Source: an optimization exercise on an open RTL-to-GDS flow (aim: small area and few clock cycles per item). Production flows keep margins and buffers that such runs may drop. RTL that was checked went through simulation tests only; none was proved equivalent to the original.

==> v26 <==
Design fpu_mul_prenorm_pipe, start of the top module:
module fpu_mul_prenorm_pipe #(
  parameter int SIZE_DATA = 8,
  parameter int SIZE_MANT = 24,
  parameter int SIZE_LOPD = 8,
  parameter int BIAS      = 127
) (
  input  logic                   i_clk,
  input  logic                   i_rst_n,
  input  logic                   i_valid,
  output logic                   o_ready,
  input  logic [31:0]            i_data_a,
  input  logic [31:0]            i_data_b,
  output logic                   o_valid,
  input  logic                   i_ready,
  output logic                   o_sign,
  output logic [SIZE_DATA-1:0]   o_data_exp,
  output logic                   o_exp_oor,
  output logic [2*SIZE_MANT-1:0] o_mant_prod,
  output logic                   o_ov_flag,
  output logic                   o_un_flag,
  output logic [SIZE_LOPD-1:0]   o_one_pos,
  output logic                   o_zero_flag
);
==> flow/config.mk <==
export PLATFORM = sky130hd
export DESIGN_NAME = fpu_mul_prenorm_pipe
export DESIGN_NICKNAME = fpu_mul_prenorm_pipe
export VERILOG_FILES = /design/flow/design.v
export SDC_FILE = /design/flow/constraint.sdc
export NUM_CORES = 4
export LEC_CHECK = 0
export CAP_MARGIN = 20
export CORE_MARGIN = 2
export CORE_UTILIZATION = 40
export CTS_BUF_LIST = sky130_fd_sc_hd__clkbuf_8
export GPL_TIMING_DRIVEN = 0
export SLEW_MARGIN = 20
export SYNTH_HIERARCHICAL = 1
export SYNTH_MINIMUM_KEEP_SIZE = 0
==> flow/constraint.sdc <==
create_clock -name core_clock -period 8.0 [get_ports {i_clk}]
set_input_delay 1.6000 -clock core_clock [delete_from_list [all_inputs] [get_ports {i_clk}]]
set_output_delay 1.6000 -clock core_clock [all_outputs]
set_load 0.01 [all_outputs]
standard.sh (not shown) runs the stock make flow with config.mk's settings and CLKGATE_MAP_FILE= SYNTH_SCRIPT=/design/flow/synth_recipe.tcl, a recipe that flattens the netlist after the stock synthesis.
==> flow/flow/run.sh <==
#!/bin/bash
# The standard layout, except that the port buffers are sky130_fd_sc_hd__buf_1
# cells (resized later by repair as needed) instead of the delay cells
# buffer_ports picks by default. Every port still gets its own buffer.
set -euo pipefail
bash standard.sh 'BUFFER_PORTS_ARGS=-buffer_cell sky130_fd_sc_hd__buf_1' finish > orfs_make.log 2>&1
==> v24: changes against v26 <==
--- a/flow/design.v
+++ b/flow/design.v
@@ -23,29 +23,30 @@
     logic              zero_flag;
   } result_t;
 endpackage
 module fpu_mul_lopd48 #(
   parameter int SIZE_LOPD = 8
 ) (
-  input  logic [46:0]          prod_low,
+  input  logic [47:0]          prod,
   output logic [SIZE_LOPD-1:0] one_pos,
-  output logic                 all_zero
+  output logic                 zero
 );
+  logic        low_zero;
   logic [63:0] x;
   logic [31:0] v1;
   logic [31:0] c1;
   logic [15:0] v2;
   logic [1:0]  c2 [16];
   logic [7:0]  v4;
   logic [2:0]  c4 [8];
   logic [3:0]  v8;
   logic [3:0]  c8 [4];
   logic [1:0]  v16;
   logic [4:0]  c16 [2];
   logic [5:0]  lz;
-  assign x = {prod_low, 1'b1, 16'b0};
+  assign x = {prod[46:0], 1'b1, 16'b0};
   always_comb begin
     for (int i = 0; i < 32; i++) begin
       v1[i] = x[2*i+1] | x[2*i];
       c1[i] = ~x[2*i+1];
     end
     for (int i = 0; i < 16; i++) begin
@@ -63,14 +64,15 @@
     for (int i = 0; i < 2; i++) begin
       v16[i] = v8[2*i+1] | v8[2*i];
       c16[i] = v8[2*i+1] ? {1'b0, c8[2*i+1]} : {1'b1, c8[2*i]};
     end
     lz = v16[1] ? {1'b0, c16[1]} : {1'b1, c16[0]};
   end
-  assign all_zero = ~|prod_low;
-  assign one_pos  = all_zero ? '0 : SIZE_LOPD'(lz);
+  assign low_zero = ~|prod[46:0];
+  assign zero     = ~prod[47] & low_zero;
+  assign one_pos  = (prod[47] | low_zero) ? '0 : SIZE_LOPD'(lz);
 endmodule
 module fpu_mul_prenorm_pipe #(
   parameter int SIZE_DATA = 8,
   parameter int SIZE_MANT = 24,
   parameter int SIZE_LOPD = 8,
   parameter int BIAS      = 127
@@ -92,13 +94,13 @@
   output logic [SIZE_LOPD-1:0]   o_one_pos,
   output logic                   o_zero_flag
 );
   localparam int FP_W    = fpu_mul_pkg::FP_W;
   localparam int EXP_W   = fpu_mul_pkg::EXP_W;
   localparam int FRAC_W  = fpu_mul_pkg::FRAC_W;
-  localparam int NBLK    = 7;
+  localparam int NBLK    = 8;
   logic                       a_nz, b_nz;
   logic [EXP_W-1:0]           ea, eb;
   logic [SIZE_MANT-1:0]       ma, mb;
   logic [EXP_W:0]             exp_t;
   logic                       exp_oor;
   logic                       r_valid;
@@ -106,14 +108,12 @@
   logic [SIZE_DATA-1:0]       r_exp;
   logic                       r_oor;
   logic [2*SIZE_MANT-1:0]     r_sn;
   logic [NBLK-2:0]            r_gn;
   logic [2*SIZE_MANT-1:0]     r_prod;
   logic                       load;
-  logic [SIZE_LOPD-1:0]       lopd_pos;
-  logic                       lopd_zero;
   logic [2*SIZE_MANT-1:0]     mul_sn;
   logic [NBLK-2:0]            mul_gn;
   assign a_nz = |i_data_a[FP_W-2:FRAC_W];
   assign b_nz = |i_data_b[FP_W-2:FRAC_W];
   assign ea   = a_nz ? i_data_a[FP_W-2:FRAC_W] : EXP_W'(1);
   assign eb   = b_nz ? i_data_b[FP_W-2:FRAC_W] : EXP_W'(1);
@@ -137,31 +137,29 @@
       r_sn   <= mul_sn;
       r_gn   <= mul_gn;
     end
   end
   fpu_mul_mant_fin u_fin (.sn(r_sn), .gn(r_gn), .p(r_prod));
   fpu_mul_lopd48 #(.SIZE_LOPD(SIZE_LOPD)) u_lopd (
-    .prod_low (r_prod[46:0]),
-    .one_pos  (lopd_pos),
-    .all_zero (lopd_zero)
+    .prod    (r_prod),
+    .one_pos (o_one_pos),
+    .zero    (o_zero_flag)
   );
   assign o_valid     = r_valid;
   assign o_sign      = r_sign;
   assign o_data_exp  = r_exp;
   assign o_exp_oor   = r_oor;
   assign o_mant_prod = r_prod;
   assign o_ov_flag   = r_prod[47];
   assign o_un_flag   = ~r_prod[47] & r_prod[46];
-  assign o_zero_flag = ~r_prod[47] & lopd_zero;
-  assign o_one_pos   = (r_prod[47] | r_prod[46]) ? '0 : lopd_pos;
 endmodule
 module fpu_mul_mant_mul (
   input  logic [23:0] a,
   input  logic [23:0] b,
   output logic [47:0] sn,
-  output logic [5:0] gn
+  output logic [6:0] gn
 );
   logic [11:0] one, two;
   logic [10:0] neg, negn;
   logic [25:0] u0;
   logic [25:0] u1;
   logic [25:0] u2;
@@ -1683,70 +1681,74 @@
   fpu_mul_xn u_xk606 (.a(c528), .b(s529), .y(sn[18]));
   fpu_mul_or u_k606 (.a(c528), .b(s529), .y(k606));
   fpu_mul_fa u_k607 (.a(c530), .b(s531), .c(k606), .s(sn[19]), .co(k607));
   fpu_mul_fa u_k608 (.a(c532), .b(s533), .c(k607), .s(sn[20]), .co(k608));
   fpu_mul_fa u_k609 (.a(c534), .b(s535), .c(k608), .s(sn[21]), .co(k609));
   fpu_mul_fa u_k610 (.a(c536), .b(s537), .c(k609), .s(sn[22]), .co(k610));
-  fpu_mul_fa u_k611 (.a(c538), .b(s539), .c(k610), .s(sn[23]), .co(k611));
-  fpu_mul_xn u_xk612 (.a(c540), .b(s541), .y(sn[24]));
-  fpu_mul_or u_k612 (.a(c540), .b(s541), .y(k612));
+  fpu_mul_xn u_xk611 (.a(c538), .b(s539), .y(sn[23]));
+  fpu_mul_or u_k611 (.a(c538), .b(s539), .y(k611));
+  fpu_mul_fa u_k612 (.a(c540), .b(s541), .c(k611), .s(sn[24]), .co(k612));
   fpu_mul_fa u_k613 (.a(c542), .b(s543), .c(k612), .s(sn[25]), .co(k613));
   fpu_mul_fa u_k614 (.a(c544), .b(s545), .c(k613), .s(sn[26]), .co(k614));
   fpu_mul_fa u_k615 (.a(c546), .b(s547), .c(k614), .s(sn[27]), .co(k615));
-  fpu_mul_fa u_k616 (.a(c548), .b(s549), .c(k615), .s(sn[28]), .co(k616));
+  fpu_mul_xn u_xk616 (.a(c548), .b(s549), .y(sn[28]));
+  fpu_mul_or u_k616 (.a(c548), .b(s549), .y(k616));
   fpu_mul_fa u_k617 (.a(c550), .b(s551), .c(k616), .s(sn[29]), .co(k617));
-  fpu_mul_xn u_xk618 (.a(c552), .b(s553), .y(sn[30]));
-  fpu_mul_or u_k618 (.a(c552), .b(s553), .y(k618));
+  fpu_mul_fa u_k618 (.a(c552), .b(s553), .c(k617), .s(sn[30]), .co(k618));
   fpu_mul_fa u_k619 (.a(c554), .b(s555), .c(k618), .s(sn[31]), .co(k619));
   fpu_mul_fa u_k620 (.a(c556), .b(s557), .c(k619), .s(sn[32]), .co(k620));
-  fpu_mul_fa u_k621 (.a(c558), .b(s559), .c(k620), .s(sn[33]), .co(k621));
+  fpu_mul_xn u_xk621 (.a(c558), .b(s559), .y(sn[33]));
+  fpu_mul_or u_k621 (.a(c558), .b(s559), .y(k621));
   fpu_mul_fa u_k622 (.a(c560), .b(s561), .c(k621), .s(sn[34]), .co(k622));
   fpu_mul_fa u_k623 (.a(c562), .b(s563), .c(k622), .s(sn[35]), .co(k623));
-  fpu_mul_xn u_xk624 (.a(c564), .b(s565), .y(sn[36]));
-  fpu_mul_or u_k624 (.a(c564), .b(s565), .y(k624));
+  fpu_mul_fa u_k624 (.a(c564), .b(s565), .c(k623), .s(sn[36]), .co(k624));
   fpu_mul_fa u_k625 (.a(c566), .b(s567), .c(k624), .s(sn[37]), .co(k625));
-  fpu_mul_fa u_k626 (.a(c568), .b(s569), .c(k625), .s(sn[38]), .co(k626));
+  fpu_mul_xn u_xk626 (.a(c568), .b(s569), .y(sn[38]));
+  fpu_mul_or u_k626 (.a(c568), .b(s569), .y(k626));
   fpu_mul_fa u_k627 (.a(c570), .b(s571), .c(k626), .s(sn[39]), .co(k627));
   fpu_mul_fa u_k628 (.a(c572), .b(s573), .c(k627), .s(sn[40]), .co(k628));
   fpu_mul_fa u_k629 (.a(c574), .b(s575), .c(k628), .s(sn[41]), .co(k629));
-  fpu_mul_xn u_xk630 (.a(c576), .b(s577), .y(sn[42]));
-  fpu_mul_or u_k630 (.a(c576), .b(s577), .y(k630));
-  fpu_mul_fa u_k631 (.a(c578), .b(s579), .c(k630), .s(sn[43]), .co(k631));
+  fpu_mul_fa u_k630 (.a(c576), .b(s577), .c(k629), .s(sn[42]), .co(k630));
+  fpu_mul_xn u_xk631 (.a(c578), .b(s579), .y(sn[43]));
+  fpu_mul_or u_k631 (.a(c578), .b(s579), .y(k631));
   fpu_mul_fa u_k632 (.a(c580), .b(s581), .c(k631), .s(sn[44]), .co(k632));
   fpu_mul_fa u_k633 (.a(c582), .b(s583), .c(k632), .s(sn[45]), .co(k633));
   fpu_mul_fa u_k634 (.a(c584), .b(s585), .c(k633), .s(sn[46]), .co(k634));
   fpu_mul_fa u_k635 (.a(c586), .b(s587), .c(k634), .s(sn[47]), .co(k635));
   assign gn[0] = k598;
   assign gn[1] = k605;
-  assign gn[2] = k611;
-  assign gn[3] = k617;
-  assign gn[4] = k623;
-  assign gn[5] = k629;
+  assign gn[2] = k610;
+  assign gn[3] = k615;
+  assign gn[4] = k620;
+  assign gn[5] = k625;
+  assign gn[6] = k630;
 endmodule
 module fpu_mul_mant_fin (
   input  logic [47:0] sn,
-  input  logic [5:0] gn,
+  input  logic [6:0] gn,
   output logic [47:0] p
 );
   logic [47:0] s;
-  logic [6:0] cin;
+  logic [7:0] cin;
   assign s = ~sn;
   assign cin[0] = 1'b0;
   assign p[10:0] = s[10:0] + 11'(cin[0]);
   assign cin[1] = ~gn[0] | (cin[0] & (&s[10:0]));
   assign p[17:11] = s[17:11] + 7'(cin[1]);
   assign cin[2] = ~gn[1] | (cin[1] & (&s[17:11]));
-  assign p[23:18] = s[23:18] + 6'(cin[2]);
-  assign cin[3] = ~gn[2] | (cin[2] & (&s[23:18]));
-  assign p[29:24] = s[29:24] + 6'(cin[3]);
-  assign cin[4] = ~gn[3] | (cin[3] & (&s[29:24]));
-  assign p[35:30] = s[35:30] + 6'(cin[4]);
-  assign cin[5] = ~gn[4] | (cin[4] & (&s[35:30]));
-  assign p[41:36] = s[41:36] + 6'(cin[5]);
-  assign cin[6] = ~gn[5] | (cin[5] & (&s[41:36]));
-  assign p[47:42] = s[47:42] + 6'(cin[6]);
+  assign p[22:18] = s[22:18] + 5'(cin[2]);
+  assign cin[3] = ~gn[2] | (cin[2] & (&s[22:18]));
+  assign p[27:23] = s[27:23] + 5'(cin[3]);
+  assign cin[4] = ~gn[3] | (cin[3] & (&s[27:23]));
+  assign p[32:28] = s[32:28] + 5'(cin[4]);
+  assign cin[5] = ~gn[4] | (cin[4] & (&s[32:28]));
+  assign p[37:33] = s[37:33] + 5'(cin[5]);
+  assign cin[6] = ~gn[5] | (cin[5] & (&s[37:33]));
+  assign p[42:38] = s[42:38] + 5'(cin[6]);
+  assign cin[7] = ~gn[6] | (cin[6] & (&s[42:38]));
+  assign p[47:43] = s[47:43] + 5'(cin[7]);
 endmodule
 module fpu_mul_fa (input logic a, input logic b, input logic c, output logic s, output logic co);
   assign s  = a ^ b ^ c;
   assign co = (a & b) | (a & c) | (b & c);
 endmodule
 module fpu_mul_ha (input logic a, input logic b, output logic s, output logic co);
- CORE_UTILIZATION: 40 -> 65
- PLACE_DENSITY: default -> 0.8
==> v23: changes against v26 <==
--- a/flow/design.v
+++ b/flow/design.v
@@ -23,29 +23,30 @@
     logic              zero_flag;
   } result_t;
 endpackage
 module fpu_mul_lopd48 #(
   parameter int SIZE_LOPD = 8
 ) (
-  input  logic [46:0]          prod_low,
+  input  logic [47:0]          prod,
   output logic [SIZE_LOPD-1:0] one_pos,
-  output logic                 all_zero
+  output logic                 zero
 );
+  logic        low_zero;
   logic [63:0] x;
   logic [31:0] v1;
   logic [31:0] c1;
   logic [15:0] v2;
   logic [1:0]  c2 [16];
   logic [7:0]  v4;
   logic [2:0]  c4 [8];
   logic [3:0]  v8;
   logic [3:0]  c8 [4];
   logic [1:0]  v16;
   logic [4:0]  c16 [2];
   logic [5:0]  lz;
-  assign x = {prod_low, 1'b1, 16'b0};
+  assign x = {prod[46:0], 1'b1, 16'b0};
   always_comb begin
     for (int i = 0; i < 32; i++) begin
       v1[i] = x[2*i+1] | x[2*i];
       c1[i] = ~x[2*i+1];
     end
     for (int i = 0; i < 16; i++) begin
@@ -63,14 +64,15 @@
     for (int i = 0; i < 2; i++) begin
       v16[i] = v8[2*i+1] | v8[2*i];
       c16[i] = v8[2*i+1] ? {1'b0, c8[2*i+1]} : {1'b1, c8[2*i]};
     end
     lz = v16[1] ? {1'b0, c16[1]} : {1'b1, c16[0]};
   end
-  assign all_zero = ~|prod_low;
-  assign one_pos  = all_zero ? '0 : SIZE_LOPD'(lz);
+  assign low_zero = ~|prod[46:0];
+  assign zero     = ~prod[47] & low_zero;
+  assign one_pos  = (prod[47] | low_zero) ? '0 : SIZE_LOPD'(lz);
 endmodule
 module fpu_mul_prenorm_pipe #(
   parameter int SIZE_DATA = 8,
   parameter int SIZE_MANT = 24,
   parameter int SIZE_LOPD = 8,
   parameter int BIAS      = 127
@@ -92,13 +94,13 @@
   output logic [SIZE_LOPD-1:0]   o_one_pos,
   output logic                   o_zero_flag
 );
   localparam int FP_W    = fpu_mul_pkg::FP_W;
   localparam int EXP_W   = fpu_mul_pkg::EXP_W;
   localparam int FRAC_W  = fpu_mul_pkg::FRAC_W;
-  localparam int NBLK    = 7;
+  localparam int NBLK    = 8;
   logic                       a_nz, b_nz;
   logic [EXP_W-1:0]           ea, eb;
   logic [SIZE_MANT-1:0]       ma, mb;
   logic [EXP_W:0]             exp_t;
   logic                       exp_oor;
   logic                       r_valid;
@@ -106,14 +108,12 @@
   logic [SIZE_DATA-1:0]       r_exp;
   logic                       r_oor;
   logic [2*SIZE_MANT-1:0]     r_sn;
   logic [NBLK-2:0]            r_gn;
   logic [2*SIZE_MANT-1:0]     r_prod;
   logic                       load;
-  logic [SIZE_LOPD-1:0]       lopd_pos;
-  logic                       lopd_zero;
   logic [2*SIZE_MANT-1:0]     mul_sn;
   logic [NBLK-2:0]            mul_gn;
   assign a_nz = |i_data_a[FP_W-2:FRAC_W];
   assign b_nz = |i_data_b[FP_W-2:FRAC_W];
   assign ea   = a_nz ? i_data_a[FP_W-2:FRAC_W] : EXP_W'(1);
   assign eb   = b_nz ? i_data_b[FP_W-2:FRAC_W] : EXP_W'(1);
@@ -137,31 +137,29 @@
       r_sn   <= mul_sn;
       r_gn   <= mul_gn;
     end
   end
   fpu_mul_mant_fin u_fin (.sn(r_sn), .gn(r_gn), .p(r_prod));
   fpu_mul_lopd48 #(.SIZE_LOPD(SIZE_LOPD)) u_lopd (
-    .prod_low (r_prod[46:0]),
-    .one_pos  (lopd_pos),
-    .all_zero (lopd_zero)
+    .prod    (r_prod),
+    .one_pos (o_one_pos),
+    .zero    (o_zero_flag)
   );
   assign o_valid     = r_valid;
   assign o_sign      = r_sign;
   assign o_data_exp  = r_exp;
   assign o_exp_oor   = r_oor;
   assign o_mant_prod = r_prod;
   assign o_ov_flag   = r_prod[47];
   assign o_un_flag   = ~r_prod[47] & r_prod[46];
-  assign o_zero_flag = ~r_prod[47] & lopd_zero;
-  assign o_one_pos   = (r_prod[47] | r_prod[46]) ? '0 : lopd_pos;
 endmodule
 module fpu_mul_mant_mul (
   input  logic [23:0] a,
   input  logic [23:0] b,
   output logic [47:0] sn,
-  output logic [5:0] gn
+  output logic [6:0] gn
 );
   logic [11:0] one, two;
   logic [10:0] neg, negn;
   logic [25:0] u0;
   logic [25:0] u1;
   logic [25:0] u2;
@@ -1683,70 +1681,74 @@
   fpu_mul_xn u_xk606 (.a(c528), .b(s529), .y(sn[18]));
   fpu_mul_or u_k606 (.a(c528), .b(s529), .y(k606));
   fpu_mul_fa u_k607 (.a(c530), .b(s531), .c(k606), .s(sn[19]), .co(k607));
   fpu_mul_fa u_k608 (.a(c532), .b(s533), .c(k607), .s(sn[20]), .co(k608));
   fpu_mul_fa u_k609 (.a(c534), .b(s535), .c(k608), .s(sn[21]), .co(k609));
   fpu_mul_fa u_k610 (.a(c536), .b(s537), .c(k609), .s(sn[22]), .co(k610));
-  fpu_mul_fa u_k611 (.a(c538), .b(s539), .c(k610), .s(sn[23]), .co(k611));
-  fpu_mul_xn u_xk612 (.a(c540), .b(s541), .y(sn[24]));
-  fpu_mul_or u_k612 (.a(c540), .b(s541), .y(k612));
+  fpu_mul_xn u_xk611 (.a(c538), .b(s539), .y(sn[23]));
+  fpu_mul_or u_k611 (.a(c538), .b(s539), .y(k611));
+  fpu_mul_fa u_k612 (.a(c540), .b(s541), .c(k611), .s(sn[24]), .co(k612));
   fpu_mul_fa u_k613 (.a(c542), .b(s543), .c(k612), .s(sn[25]), .co(k613));
   fpu_mul_fa u_k614 (.a(c544), .b(s545), .c(k613), .s(sn[26]), .co(k614));
   fpu_mul_fa u_k615 (.a(c546), .b(s547), .c(k614), .s(sn[27]), .co(k615));
-  fpu_mul_fa u_k616 (.a(c548), .b(s549), .c(k615), .s(sn[28]), .co(k616));
+  fpu_mul_xn u_xk616 (.a(c548), .b(s549), .y(sn[28]));
+  fpu_mul_or u_k616 (.a(c548), .b(s549), .y(k616));
   fpu_mul_fa u_k617 (.a(c550), .b(s551), .c(k616), .s(sn[29]), .co(k617));
-  fpu_mul_xn u_xk618 (.a(c552), .b(s553), .y(sn[30]));
-  fpu_mul_or u_k618 (.a(c552), .b(s553), .y(k618));
+  fpu_mul_fa u_k618 (.a(c552), .b(s553), .c(k617), .s(sn[30]), .co(k618));
   fpu_mul_fa u_k619 (.a(c554), .b(s555), .c(k618), .s(sn[31]), .co(k619));
   fpu_mul_fa u_k620 (.a(c556), .b(s557), .c(k619), .s(sn[32]), .co(k620));
-  fpu_mul_fa u_k621 (.a(c558), .b(s559), .c(k620), .s(sn[33]), .co(k621));
+  fpu_mul_xn u_xk621 (.a(c558), .b(s559), .y(sn[33]));
+  fpu_mul_or u_k621 (.a(c558), .b(s559), .y(k621));
   fpu_mul_fa u_k622 (.a(c560), .b(s561), .c(k621), .s(sn[34]), .co(k622));
   fpu_mul_fa u_k623 (.a(c562), .b(s563), .c(k622), .s(sn[35]), .co(k623));
-  fpu_mul_xn u_xk624 (.a(c564), .b(s565), .y(sn[36]));
-  fpu_mul_or u_k624 (.a(c564), .b(s565), .y(k624));
+  fpu_mul_fa u_k624 (.a(c564), .b(s565), .c(k623), .s(sn[36]), .co(k624));
   fpu_mul_fa u_k625 (.a(c566), .b(s567), .c(k624), .s(sn[37]), .co(k625));
-  fpu_mul_fa u_k626 (.a(c568), .b(s569), .c(k625), .s(sn[38]), .co(k626));
+  fpu_mul_xn u_xk626 (.a(c568), .b(s569), .y(sn[38]));
+  fpu_mul_or u_k626 (.a(c568), .b(s569), .y(k626));
   fpu_mul_fa u_k627 (.a(c570), .b(s571), .c(k626), .s(sn[39]), .co(k627));
   fpu_mul_fa u_k628 (.a(c572), .b(s573), .c(k627), .s(sn[40]), .co(k628));
   fpu_mul_fa u_k629 (.a(c574), .b(s575), .c(k628), .s(sn[41]), .co(k629));
-  fpu_mul_xn u_xk630 (.a(c576), .b(s577), .y(sn[42]));
-  fpu_mul_or u_k630 (.a(c576), .b(s577), .y(k630));
-  fpu_mul_fa u_k631 (.a(c578), .b(s579), .c(k630), .s(sn[43]), .co(k631));
+  fpu_mul_fa u_k630 (.a(c576), .b(s577), .c(k629), .s(sn[42]), .co(k630));
+  fpu_mul_xn u_xk631 (.a(c578), .b(s579), .y(sn[43]));
+  fpu_mul_or u_k631 (.a(c578), .b(s579), .y(k631));
   fpu_mul_fa u_k632 (.a(c580), .b(s581), .c(k631), .s(sn[44]), .co(k632));
   fpu_mul_fa u_k633 (.a(c582), .b(s583), .c(k632), .s(sn[45]), .co(k633));
   fpu_mul_fa u_k634 (.a(c584), .b(s585), .c(k633), .s(sn[46]), .co(k634));
   fpu_mul_fa u_k635 (.a(c586), .b(s587), .c(k634), .s(sn[47]), .co(k635));
   assign gn[0] = k598;
   assign gn[1] = k605;
-  assign gn[2] = k611;
-  assign gn[3] = k617;
-  assign gn[4] = k623;
-  assign gn[5] = k629;
+  assign gn[2] = k610;
+  assign gn[3] = k615;
+  assign gn[4] = k620;
+  assign gn[5] = k625;
+  assign gn[6] = k630;
 endmodule
 module fpu_mul_mant_fin (
   input  logic [47:0] sn,
-  input  logic [5:0] gn,
+  input  logic [6:0] gn,
   output logic [47:0] p
 );
   logic [47:0] s;
-  logic [6:0] cin;
+  logic [7:0] cin;
   assign s = ~sn;
   assign cin[0] = 1'b0;
   assign p[10:0] = s[10:0] + 11'(cin[0]);
   assign cin[1] = ~gn[0] | (cin[0] & (&s[10:0]));
   assign p[17:11] = s[17:11] + 7'(cin[1]);
   assign cin[2] = ~gn[1] | (cin[1] & (&s[17:11]));
-  assign p[23:18] = s[23:18] + 6'(cin[2]);
-  assign cin[3] = ~gn[2] | (cin[2] & (&s[23:18]));
-  assign p[29:24] = s[29:24] + 6'(cin[3]);
-  assign cin[4] = ~gn[3] | (cin[3] & (&s[29:24]));
-  assign p[35:30] = s[35:30] + 6'(cin[4]);
-  assign cin[5] = ~gn[4] | (cin[4] & (&s[35:30]));
-  assign p[41:36] = s[41:36] + 6'(cin[5]);
-  assign cin[6] = ~gn[5] | (cin[5] & (&s[41:36]));
-  assign p[47:42] = s[47:42] + 6'(cin[6]);
+  assign p[22:18] = s[22:18] + 5'(cin[2]);
+  assign cin[3] = ~gn[2] | (cin[2] & (&s[22:18]));
+  assign p[27:23] = s[27:23] + 5'(cin[3]);
+  assign cin[4] = ~gn[3] | (cin[3] & (&s[27:23]));
+  assign p[32:28] = s[32:28] + 5'(cin[4]);
+  assign cin[5] = ~gn[4] | (cin[4] & (&s[32:28]));
+  assign p[37:33] = s[37:33] + 5'(cin[5]);
+  assign cin[6] = ~gn[5] | (cin[5] & (&s[37:33]));
+  assign p[42:38] = s[42:38] + 5'(cin[6]);
+  assign cin[7] = ~gn[6] | (cin[6] & (&s[42:38]));
+  assign p[47:43] = s[47:43] + 5'(cin[7]);
 endmodule
 module fpu_mul_fa (input logic a, input logic b, input logic c, output logic s, output logic co);
   assign s  = a ^ b ^ c;
   assign co = (a & b) | (a & c) | (b & c);
 endmodule
 module fpu_mul_ha (input logic a, input logic b, output logic s, output logic co);
==> impl_metrics.tcl <==
set metrics [dict create \
    met1_length_mm 20.80 \
    seq_share 0.1138 \
    crit_arrival_ps 7760 \
    status "finished clean" \
    fin_crit_sh 0.9561 \
    postSynthCellCount 1391 \
    track_usage 0.2351 \
    syn_area_per_cell_sq_um 11.22 \
    dpl_cell_area_sq_um 17160 \
    crit_required_ps 8110 \
    critPathSlowestCell "inv_2" \
]
-- figures above: v23

==> impl_metrics.tcl <==
set metrics [dict create \
    multi_input_area_share 0.7665 \
    die_y_microns 201.7 \
    cp_max_fo 25 \
    track_usage 0.2338 \
    met1_length_mm 20.74 \
    crit_arrival_ps 7950 \
    dpl_cell_area_sq_um 17230 \
    fin_crit_sh 0.9801 \
    hold_violations 0 \
    synth_xor_area_frac 0.1843 \
    seq_power_share 0.137 \
    postSynthCellCount 1395 \
    status "finished clean" \
    seq_share 0.1110 \
    crit_required_ps 8110 \
    syn_area_per_cell_sq_um 11.21 \
]
-- figures above: v26

==> impl_metrics.tcl <==
set metrics [dict create \
    grt_pass1_vias 12970 \
    track_usage 0.3596 \
    dpl_cell_area_sq_um 16920 \
    seq_cells 66 \
    status "finished clean" \
    finalMaxSlewViolations 0 \
    seq_share 0.1156 \
    use_met3 0.08466 \
    hold_ws_ps 538.2 \
    postSynthCellCount 1391 \
    cp_num_buf_inv 3 \
    syn_area_per_cell_sq_um 11.22 \
    leakage_nw 6.217 \
    ys_top_cells_by_count "fa_1, a22oi_1, xor2_1" \
    met1_length_mm 17.75 \
    critPathSlowestCell "inv_2" \
    crit_arrival_ps 7780 \
    setup_viol_count_final 0 \
    largest_reg_flops 48 \
    crit_required_ps 8100 \
    largest_class "multi-input gates" \
]
-- figures above: v24

Testbench counts of v24, summed over its fixed seeds: cycles 24,008, items 24,000.
Testbench counts of v23, summed over its fixed seeds: cycles 24,008, items 24,000.
No functional check of the RTL was part of v26.

[separate check: timing with driven ports]
In the flow no input, the clock included, has a driving cell. The finished layouts below were timed again as built, in two steps. Step 1 assumes that a clkbuf_16 drives the clock port and a buf_2 every other input. Step 2 adds t to the input delays and takes it off the output delays; t is the mean of the earliest and latest rising clock arrival at the registers after step 1. Input paths then give back, and output paths get back, about the clock's delay inside the block. Three values: ideal ports, drivers, drivers and shift; two values: the first two.
run | shift t [ns] | setup slack, ns | hold WS [ns] | worst data-port slew with drivers (ns)
v26 | 0.383 | 0.160 / 0.175 / -0.208 | 0.548 / 0.548 / 0.548 | 0.06
v24 | 0.373 | 0.323 / 0.339 / -0.034 | 0.538 / 0.538 / 0.538 | 0.04
v23 | 0.380 | 0.351 / 0.353 / -0.026 | 0.548 / 0.548 / 0.548 | 0.06
With both steps, setup timing fails in every run listed, where it was met with ideal ports. For v23, which loses most, drivers alone change the setup slack by +0.002 ns; drivers and shift together by -0.377 ns.
